Background: an optimization exercise with open tools, aiming at small area. Do not read the settings as production practice. Function was checked by simulation only, so behaviour that the tests miss may differ from the original. No activity file was given, so power comes from the tool's default toggle rates.

--- design/flow/design.v ---
package nvm_cmd_pkg;
    localparam logic [7:0] OP_L     = 8'h4C;
    localparam logic [7:0] OP_C     = 8'h43;
    localparam logic [7:0] OP_R     = 8'h52;
    localparam logic [7:0] OP_W     = 8'h57;
    localparam logic [7:0] OP_A     = 8'h41;
    localparam logic [7:0] CASE_BIT = 8'h20;
    typedef enum logic [2:0] {
        IDLE,
        QUERY,
        WAIT,
        ISSUE,
        HOLD,
        DONE
    } state_t;
    typedef struct packed {
        logic [7:0]  arg0;
        logic [31:0] arg1;
        logic [31:0] arg2;
        logic [31:0] arg3;
        logic [7:0]  arg4;
    } cmd_t;
endpackage
module nvm_cmd_table #(
    parameter int DEPTH = 16,
    parameter int AW    = 4,
    parameter int W     = 112
) (
    input  logic          clk,
    input  logic          wr_en,
    input  logic [AW-1:0] wr_addr,
    input  logic [W-1:0]  wr_data,
    input  logic [AW-1:0] rd_addr,
    output logic [W-1:0]  rd_data
);
    logic [W-1:0] mem [DEPTH];
    always_ff @(posedge clk) begin
        if (wr_en) begin
            mem[wr_addr] <= wr_data;
        end
    end
    assign rd_data = mem[rd_addr];
endmodule
module nvm_cmd_issuer #(
    parameter int DEPTH     = 16,
    parameter int AW        = 4,
    parameter int RETRY_GAP = 8,
    parameter int ISSUE_GAP = 2
) (
    input  logic          clk,
    input  logic          rst_n,
    input  logic          tbl_wr_en,
    input  logic [AW-1:0] tbl_wr_addr,
    input  logic [7:0]    tbl_wr_arg0,
    input  logic [31:0]   tbl_wr_arg1,
    input  logic [31:0]   tbl_wr_arg2,
    input  logic [31:0]   tbl_wr_arg3,
    input  logic [7:0]    tbl_wr_arg4,
    input  logic          start,
    input  logic [AW:0]   num_cmds,
    input  logic          loop_en,
    input  logic          stop,
    output logic          bus_command_enable,
    output logic [7:0]    bus_arg0,
    output logic [31:0]   bus_arg1,
    output logic [31:0]   bus_arg2,
    output logic [31:0]   bus_arg3,
    output logic [7:0]    bus_arg4,
    input  logic          bus_is_issuable,
    output logic          busy,
    output logic          done,
    output logic [31:0]   stall_cycles,
    output logic [31:0]   issued_count
);
    localparam int GMAX = (RETRY_GAP > ISSUE_GAP) ? RETRY_GAP : ISSUE_GAP;
    localparam int TW   = $clog2(GMAX) + 1;
    nvm_cmd_pkg::state_t        state_q, state_d;
    logic [AW-1:0] idx_q, idx_d;
    logic [AW:0]   num_q, num_d;
    logic          loop_q, loop_d;
    logic          stop_q, stop_d;
    logic [TW-1:0] tmr_q, tmr_d;
    logic          start_bad;
    logic          start_ok;
    logic          last_entry;
    nvm_cmd_pkg::cmd_t          rd_cmd;
    nvm_cmd_pkg::cmd_t          wr_cmd;
    logic          cmd_en_q;
    nvm_cmd_pkg::cmd_t          out_q;
    logic          busy_q, done_q;
    logic [31:0]   issued_q;
    assign wr_cmd = {tbl_wr_arg0, tbl_wr_arg1, tbl_wr_arg2, tbl_wr_arg3, tbl_wr_arg4};
    nvm_cmd_table #(.DEPTH(DEPTH), .AW(AW)) u_table (
        .clk     (clk),
        .wr_en   (tbl_wr_en & ~busy_q & ~start_ok),
        .wr_addr (tbl_wr_addr),
        .wr_data (wr_cmd),
        .rd_addr (idx_d),
        .rd_data (rd_cmd)
    );
    assign last_entry = ({1'b0, idx_q} == (num_q - (AW+1)'(1)));
    always_ff @(posedge clk) begin
        if (!rst_n) begin
            state_q <= nvm_cmd_pkg::IDLE;
            idx_q   <= '0;
            num_q   <= '0;
            loop_q  <= 1'b0;
            stop_q  <= 1'b0;
            tmr_q   <= '0;
        end else begin
            state_q <= state_d;
            idx_q   <= idx_d;
            num_q   <= num_d;
            loop_q  <= loop_d;
            stop_q  <= stop_d;
            tmr_q   <= tmr_d;
        end
    end
    always_comb begin
        state_d   = state_q;
        idx_d     = idx_q;
        num_d     = num_q;
        loop_d    = loop_q;
        stop_d    = stop_q;
        tmr_d     = tmr_q;
        start_bad = 1'b0;
        start_ok  = 1'b0;
        case (state_q)
            nvm_cmd_pkg::IDLE: begin
                if (start) begin
                    if (num_cmds != '0 && num_cmds <= (AW+1)'(DEPTH)) begin
                        start_ok = 1'b1;
                        state_d = nvm_cmd_pkg::QUERY;
                        idx_d   = '0;
                        num_d   = num_cmds;
                        loop_d  = loop_en;
                        stop_d  = 1'b0;
                    end else begin
                        start_bad = 1'b1;
                    end
                end
            end
            nvm_cmd_pkg::QUERY: begin
                tmr_d   = TW'(RETRY_GAP - 2);
                state_d = stop ? nvm_cmd_pkg::DONE : nvm_cmd_pkg::WAIT;
            end
            nvm_cmd_pkg::WAIT: begin
                if (stop) begin
                    state_d = nvm_cmd_pkg::DONE;
                end else if (bus_is_issuable) begin
                    state_d = nvm_cmd_pkg::ISSUE;
                end else if (tmr_q == '0) begin
                    state_d = nvm_cmd_pkg::QUERY;
                end else begin
                    tmr_d = tmr_q - TW'(1);
                end
            end
            nvm_cmd_pkg::ISSUE: begin
                tmr_d   = TW'(ISSUE_GAP - 1);
                stop_d  = stop;
                state_d = nvm_cmd_pkg::HOLD;
            end
            nvm_cmd_pkg::HOLD: begin
                stop_d = stop_q | stop;
                if (tmr_q == '0) begin
                    if (stop_q || stop) begin
                        state_d = nvm_cmd_pkg::DONE;
                    end else if (last_entry) begin
                        if (loop_q) begin
                            idx_d   = '0;
                            state_d = nvm_cmd_pkg::QUERY;
                        end else begin
                            state_d = nvm_cmd_pkg::DONE;
                        end
                    end else begin
                        idx_d   = idx_q + AW'(1);
                        state_d = nvm_cmd_pkg::QUERY;
                    end
                end else begin
                    tmr_d = tmr_q - TW'(1);
                end
            end
            nvm_cmd_pkg::DONE:    state_d = nvm_cmd_pkg::IDLE;
            default: state_d = nvm_cmd_pkg::IDLE;
        endcase
    end
    always_ff @(posedge clk) begin
        if (!rst_n) begin
            cmd_en_q <= 1'b0;
            out_q    <= '0;
            busy_q   <= 1'b0;
            done_q   <= 1'b0;
            issued_q <= '0;
        end else begin
            cmd_en_q <= (state_d == nvm_cmd_pkg::QUERY) || (state_d == nvm_cmd_pkg::ISSUE);
            busy_q   <= (state_d != nvm_cmd_pkg::IDLE);
            done_q   <= (state_d == nvm_cmd_pkg::DONE) || start_bad;
            if (state_d == nvm_cmd_pkg::QUERY) begin
                out_q      <= rd_cmd;
                out_q.arg0 <= rd_cmd.arg0 | nvm_cmd_pkg::CASE_BIT;
            end else if (state_d == nvm_cmd_pkg::ISSUE) begin
                out_q      <= rd_cmd;
                out_q.arg0 <= rd_cmd.arg0 & ~nvm_cmd_pkg::CASE_BIT;
                issued_q   <= issued_q + 32'd1;
            end
        end
    end
    logic [31:0] stall_q;
    always_ff @(posedge clk) begin
        if (!rst_n) begin
            stall_q <= '0;
        end else if (state_q == nvm_cmd_pkg::IDLE && state_d == nvm_cmd_pkg::QUERY) begin
            stall_q <= '0;
        end else if (state_q == nvm_cmd_pkg::WAIT && !bus_is_issuable && stall_q != 32'hFFFF_FFFF) begin
            stall_q <= stall_q + 32'd1;
        end
    end
    assign stall_cycles = stall_q;
    assign bus_command_enable = cmd_en_q;
    assign bus_arg0           = out_q.arg0;
    assign bus_arg1           = out_q.arg1;
    assign bus_arg2           = out_q.arg2;
    assign bus_arg3           = out_q.arg3;
    assign bus_arg4           = out_q.arg4;
    assign busy               = busy_q;
    assign done               = done_q;
    assign issued_count       = issued_q;
endmodule
--- design/flow/run.sh ---
#!/bin/bash
# synth_recipe.tcl (not shown) runs the flow's synth.tcl, then flattens the netlist and writes it again
# the make line also repeats each setting of config.mk as NAME=value (left out here)
make -C /OpenROAD-flow-scripts/flow DESIGN_CONFIG=/design/flow/config.mk WORK_HOME=/design/flow/orfs CLKGATE_MAP_FILE= SYNTH_SCRIPT=/design/flow/synth_recipe.tcl finish
--- design/flow/config.mk ---
export PLATFORM = sky130hd
export DESIGN_NAME = nvm_cmd_issuer
export DESIGN_NICKNAME = nvm_cmd_issuer
export VERILOG_FILES = /design/flow/design.v
export SDC_FILE = /design/flow/constraint.sdc
export NUM_CORES = 4
export LEC_CHECK = 0
export CAP_MARGIN = 20
export CORE_MARGIN = 2
export CORE_UTILIZATION = 40
export SLEW_MARGIN = 20
--- design/flow/constraint.sdc ---
create_clock -name core_clock -period 6.0 [get_ports {clk}]
set_input_delay 1.2000 -clock core_clock [delete_from_list [all_inputs] [get_ports {clk}]]
set_output_delay 1.2000 -clock core_clock [all_outputs]
set_load 0.01 [all_outputs]
==> summary.txt <==
Filler cells=between 15,000 and 20,000; Fin Setup TNS=0 ps; clock sinks=1,973; Reg clk slew, reported paths=roughly 60 ps; nets@finish=around 5,500; Die Y=about 450 um; PortBufs=roughly 310; GR Util All Layers=22.3%; Pwr Total=between 30,000 and 40,000 uW; GR Util met2=about a third; nets in the synthesized netlist=5,312; 1st-pass router iterations=5; synth top area cells=edfxtp_1, dfxtp_1, nand3_1; Post-Syn Instances=roughly 5,200; Setup crit start kind=input pin; final worst path period share=around 77%; Top Ports=about 300; synth warn=2; clock latency (worst-skew pair)=roughly 840 ps; gr busiest metal=met2; post-synth top area share=about 68%; CP Capture Type=flop; total wire length=approximately 230,000 um; area leader, netlist=edfxtp_1; Vias=around 50,000; Setup Viol. Count Final=0; Critical Path RT=6700 ps; CTS buffer count=between 150 and 200; Area Overhead vs Synth=16.9%; die area=0.200 sq mm; critical path type=input pin to flop; Detail Placement HPWL=110,000 um; Max Cap Violations=0; largest net degree at the start of global routing=182; sequential area share after synthesis=between 70% and 80%; clk root buf=clkbuf_16; Tmin final=between 4000 and 5000 ps; # DRC=0; CTS hold repair buffers=0; Slew Viols, Final=0; number of hold violations in the final report=0; GPL Wtd Cong=approximately 0.78; Final Worst Setup Slack=between 1000 and 1500 ps; Setup WS pre-CTS=between 600 and 700 ps; Power Density=around 330 mW/mm^2; VDD IR max=0.335 mV; htree depth=4; initial antenna violation count=32; TritonCTS clock tree=yes; met1 Use GR=a little under a third; post_cts resized=0; CTS max path bufs=3; Layout Skew=roughly 25 ps; Cell Area, Synth=0.0784 sq mm; register bit total from synthesis=between 1,500 and 2,000; RSZ-0062 raised after global routing=no; critical path arrival=around 5300 ps; crit-path max FO=158; first-pass GRT wire length=about 330,000 um; vias per cell=between 6 and 7; HP Class=flop to flop; Avg Cell Area, Syn=15.1 sq um; Setup Buffers After CTS=0; Post-synth ARST share=0%; row cnt=about 160; grt total ovfl=0; M3 GR Usage=under 10%; Max-slew headroom=between 20% and 30%; Main synth FF type=edfxtp_1; worst slew pin tran=between 1000 and 1500 ps; EDFF count, synth=roughly 1,800; number of global-route vias before repair=47,800; layout cell share with drive strength beyond 1=between 10% and 20%; Die X=447 um; post-route ant nets=0; initial core utilization=between 40% and 50%; WL/cell=~28 um; Initial DRC Count=approximately 5,600; synth unique cells=69; Leak Pwr=0.0293 uW; FMAX=between 0.2 and 0.25 GHz; status=finished clean; Core Box Area=between 0.15 and 0.2 sq mm
==> cell usage after synthesis (5+ instances only) <==
cell,count
edfxtp_1,1776
nand3_1,475
o21ai_0,399
clkbuf_1,324
and3_1,237
dfxtp_1,197
a31oi_1,195
mux2i_1,168
nor2_1,126
a211o_1,114
a21oi_1,85
buf_2,85
a211oi_1,83
a22oi_1,83
mux2_2,83
a2111o_1,82
o31ai_1,82
o2111ai_1,81
and4_1,66
a2111oi_0,60
nand2_1,49
xor2_1,45
buf_1,30
a311oi_1,29
mux4_2,29
a2111oi_2,28
nand4_1,20
xnor2_1,16
buf_6,15
nor3_1,15
inv_1,11
or3_1,10
and2_1,9
buf_4,8
nand2b_1,7
ha_1,5
nor4_1,5
==> routing by layer <==
layer,wire length (um),vias to the layer above
met5,107,-
met3,17400,372
met4,5890,18
met2,106000,2020
li1,-,21400
met1,98600,25500
==> stage by stage <==
step           area (sq um)  util (%)  std cells  hold slack [ps]
2_1_floorplan         78400         -       5179              449
3_3_place_gp          85000      43.6       7779              467
3_5_place_dp          85000      43.6       7779              472
4_1_cts               91600      47.0       8153              487
5_1_grt               91600      47.0       8162              528
6_report              91600      47.0       8165              487
==> placed cells by master (no fill, tap or decap), drive strengths merged, types with 15 or more instances in the layout <==
cell type	n
xor2	45
a211oi	85
edfxtp	1776
buf	134
a21oi	85
a311oi	29
a2111oi	89
o2111ai	81
mux2i	168
inv	18
and4	66
nand2	50
nor3	15
a31oi	195
a22oi	83
nand4	20
a2111o	82
nor2	126
mux4	29
nand3	475
and3	237
o31ai	82
clkdlybuf4s50	304
a211o	114
xnor2	16
clkbuf	294
mux2	83
clkinv	54
o21ai	399
bufinv	16
dfxtp	197
==> worst max-delay path, stage by stage <==
cell and delay (ps):
clkdlybuf4s50_1 540, nor4b_1 770, nand2_1 360, or3_4 570, nand2_8 200, buf_12 530, mux2_2 420, o2111ai_1 260
a31oi_1 130
==> logic make-up (layout without fill, tap and decap cells) <==
family | count (synthesis) | count (layout) | synth area share (%)
flops | 1973 | 1973 | 73.1
compound gates | 1348 | 1348 | 12.2
simple gates | 1038 | 1038 | 7.19
buf+inv | 474 | 824 | 2.59
mux | 280 | 280 | 4.17
xor+xnor | 61 | 61 | 0.682
fa+ha+maj | 5 | 5 | 0.0798
other cells | 0 | 12 | 0
==> state kept, by name, summed over array words and instances, names as in the netlist <==
signal,cells
u_table.mem,1776
tmr_q,4
state_q,3
busy_q,1
cmd_en_q,1
num_q,5
stall_q,32
loop_q,1
issued_q,32
stop_q,1
done_q,1
out_q,112
idx_q,4
==> where the power goes <==
part | switching, uW | total (uW) | internal, uW
Sequential | 230 | 15500 | 15300
Clock | 5200 | 12500 | 7300
Combinational | 1200 | 1950 | 747
==> path summary, 6_finish.rpt <==
| check | from | endpoint | slack (ps) | cells after the start |
|---|---|---|---|---|
| setup / recovery | stop | out_q[47] | 1360 | 9 |
| hold / removal | num_q[1] | num_q[1] | 490 | 2 |
| setup reg to reg | num_q[0] | out_q[7] | 1530 | 11 |
| hold reg to reg | num_q[1] | num_q[1] | 490 | 2 |
==> area by class of cell <==
| cell class | instances | area [sq um] | share of cell area [%] |
|---|---|---|---|
| Tap cell | 2624 | 3280 | 3.58 |
| Timing Repair Buffer | 438 | 5000 | 5.46 |
| Antenna cell | 12 | 30.0 | 0.0328 |
| Clock inverter | 80 | 853 | 0.931 |
| Inverter | 12 | 45.0 | 0.0492 |
| Clock buffer | 294 | 5740 | 6.27 |
| Multi-Input combinational cell | 2732 | 19400 | 21.2 |
| Sequential cell | 1973 | 57300 | 62.5 |

-- separate check: timing with driven ports --
Ports are ideal in the flow. The routed layout listed here was re-timed in OpenROAD. Step 1 (the two cells are an assumption about what drives the block):
set clk [get_ports {clk}]
set_driving_cell -lib_cell sky130_fd_sc_hd__clkbuf_16 $clk
set_driving_cell -lib_cell sky130_fd_sc_hd__buf_2 [delete_from_list [all_inputs] $clk]
Step 2 moves the port delays by t, midway between the first and last clock arrival at a register: inputs arrive t later, outputs are due t later. That takes back most of the time a late clock gives input paths. Three values: ideal ports, drivers, drivers and shift; two values: the first two.
t (ns): 0.913
setup slack, ns: 1.359 / 1.390 / 0.477
worst setup path after step 2: input to register
latest minus earliest clock arrival (ns): 0.034 / 0.034
cell pins on the clock port's net: 1
After both steps this run still meets setup and hold. For this run, drivers alone change the setup slack by +0.031 ns; drivers and shift together by -0.882 ns.
